This is an optimization exercise on Yosys and OpenROAD, whose aim is small area, a short achievable clock period and few clock cycles per item, not a production implementation.
The RTL was checked by simulation tests, not by an equivalence proof against the original design.

Design sha256_hash_engine_top, start of the top module:
module sha256_hash_engine_top (
  input  logic        clk,
  input  logic        rst,
  input  logic        cfg_valid,
  output logic        cfg_ready,
  input  logic        cfg_data,
  input  logic        s_axis_tvalid,
  output logic        s_axis_tready,
  input  logic [39:0] s_axis_tdata,    
  input  logic        s_axis_tlast,
  output logic        m_axis_tvalid,
  input  logic        m_axis_tready,
  output logic [39:0] m_axis_tdata,    
  output logic        m_axis_tlast
);
  localparam logic [1:0] S_DATA = 2'd0, S_P80 = 2'd1, S_ZERO = 2'd2, S_LEN2 = 2'd3;
  logic [1:0]  src_st;
  logic [3:0]  pos;         
  logic [58:0] words;       
  logic [1:0]  tail;        
  logic        variant;
  logic [2:0]  cnt;
  logic [31:0] in_word, pad_calc, gen_word, out_word;
  logic        gen_valid;
  logic [2:0]  out_idx;
  logic        want, take, out_valid, out_last;
  assign in_word = s_axis_tdata[31:0];
  ...
Size in the first run: ~5800 cells after synthesis, ~1100 flip-flops, about 91 I/O pins, about 0.065 mm² of cells after synthesis.
Settings: LEC_CHECK=0, CAP_MARGIN=20, CORE_MARGIN=2, CORE_UTILIZATION=40, CTS_BUF_LIST=sky130_fd_sc_hd__clkbuf_4 sky130_fd_sc_hd__clkbuf_8, SETUP_SLACK_MARGIN=3.0, SLEW_MARGIN=20, TNS_END_PERCENT=100; clock period 8.5 ns.
run.sh (not shown) runs the stock make flow with config.mk's settings and CLKGATE_MAP_FILE= SYNTH_SCRIPT=/design/flow/synth_recipe.tcl, a recipe that flattens the netlist after the stock synthesis.
Testbench counts at the start, summed over its fixed seeds: cycles 55,304, bytes 42,816.
Then changed:
- CORE_UTILIZATION: 40 -> 50
- GPL_ROUTABILITY_DRIVEN: not set -> 0
- SETUP_SLACK_MARGIN: 3.0 -> 3.7
After rerunning: Wire length rose by a few percent. Cell area increases by a few percent. Worst setup slack is better by 0.41 ns.
Then changed:
- CORE_UTILIZATION: 50 -> 40
- GPL_ROUTABILITY_DRIVEN: 0 -> not set
- SETUP_SLACK_MARGIN: 3.7 -> 3.5
What happened: Via count went down by 1.4%; flip-flop and latch count does not change; die area went up by about 25%; synthesized area stays the same; final cell count went up by 4.9%; global-route usage went down by 6.5 points.
Then changed:
- CTS_BUF_LIST: sky130_fd_sc_hd__clkbuf_4 sky130_fd_sc_hd__clkbuf_8 -> not set
- SETUP_SLACK_MARGIN: 3.5 -> 3.8
Outcome: First-iteration DRC count came out higher by 2.1%. Die area stays the same. Routed wire length came out higher by 1.4%. Core utilization came out higher by 0.90 points. Area after synthesis does not change. Clock skew came out lower by 0.037 ns. Global-route usage came out higher by 0.27 points.

---

sha256_hash_engine_top again, from the RTL that the note above started with.
make LEC_CHECK=0 CAP_MARGIN=20 CORE_MARGIN=2 CORE_UTILIZATION=40 GPL_ROUTABILITY_DRIVEN=0 SETUP_SLACK_MARGIN=3.8 SLEW_MARGIN=20 TNS_END_PERCENT=100 finish   # period 8.5 ns
Testbench counts at the start, summed over its fixed seeds: cycles 55,304, bytes 42,816.
Edit:
Settings changed: CTS_BUF_LIST from default to sky130_fd_sc_hd__clkbuf_4 sky130_fd_sc_hd__clkbuf_8, GPL_ROUTABILITY_DRIVEN 0 to default, SETUP_SLACK_MARGIN 3.8 to 3.9.
Outcome: The new run produced a clean layout. Non-clock buffer count rises by 62. Worst hold slack degrades by 0.026 ns. Cell area rises by about 1.2%. Final cell count rises by 2.4%. Routed wire length rises by 5.7%. Critical path depth falls by 3. Utilization rises by 0.58 points. Sequential cell count does not change.
Edit:
Settings changed: SETUP_SLACK_MARGIN 3.9 to 4.2.
Result:
- utilization is higher by 1.6 points
- final cell count rises by about 1.7%
- fmax is lower by 0.81%
- clock skew came out lower by 0.0040 ns
- routed wire length rises by about 1.8%
Edit:
Settings changed: GPL_ROUTABILITY_DRIVEN from default to 0, SETUP_SLACK_MARGIN 4.2 to 3.7.
Wire length is lower by a little under a tenth. Final cell count came out lower by a few percent. Setup slack improves by 0.091 ns. Register-to-register slack improved by 0.09 ns.

==> afterwards: timing with drivers on the ports <==
The flow's constraints put no driver on any port. The routed layouts listed below were extracted and timed again, unchanged, in two steps. Step 1 (the two cells are an assumption about what drives the block):
set clk [get_ports {clk}]
set_driving_cell -lib_cell sky130_fd_sc_hd__clkbuf_16 $clk
set_driving_cell -lib_cell sky130_fd_sc_hd__buf_2 [delete_from_list [all_inputs] $clk]
Step 2, shift: input delay + t, output delay - t, t = (earliest + latest rising clock arrival at the registers) / 2. This alone moves slack from input paths to output paths. a / b / c = ideal / step 1 / step 2; a / b = the first two.
run	t, ns	setup slack, ns	worst setup path at the end	latest minus earliest clock arrival (ns)	cell pins on the clock port's net
the first run of note 1	1.004	3.106 / 3.106 / 3.106	register to register	0.102 / 0.101	1
the second run of note 1	1.001	3.517 / 3.517 / 2.908	input to register	0.105 / 0.106	1
the third run of note 1	1.014	3.571 / 3.571 / 3.154	input to register	0.108 / 0.108	1
the fourth run of note 1	0.839	3.703 / 3.703 / 3.157	input to register	0.070 / 0.070	1
the first run of note 2	0.837	3.599 / 3.599 / 3.230	input to register	0.084 / 0.084	1
the second run of note 2	1.022	3.613 / 3.613 / 3.249	input to register	0.070 / 0.070	1
the third run of note 2	1.024	3.573 / 3.573 / 3.385	input to register	0.066 / 0.067	1
the fourth run of note 2	0.993	3.663 / 3.663 / 3.206	input to register	0.068 / 0.068	1
After both steps every run listed still meets setup and hold. For the second run of note 1, which loses most, drivers alone change the setup slack by 0.000 ns; drivers and shift together by -0.609 ns.
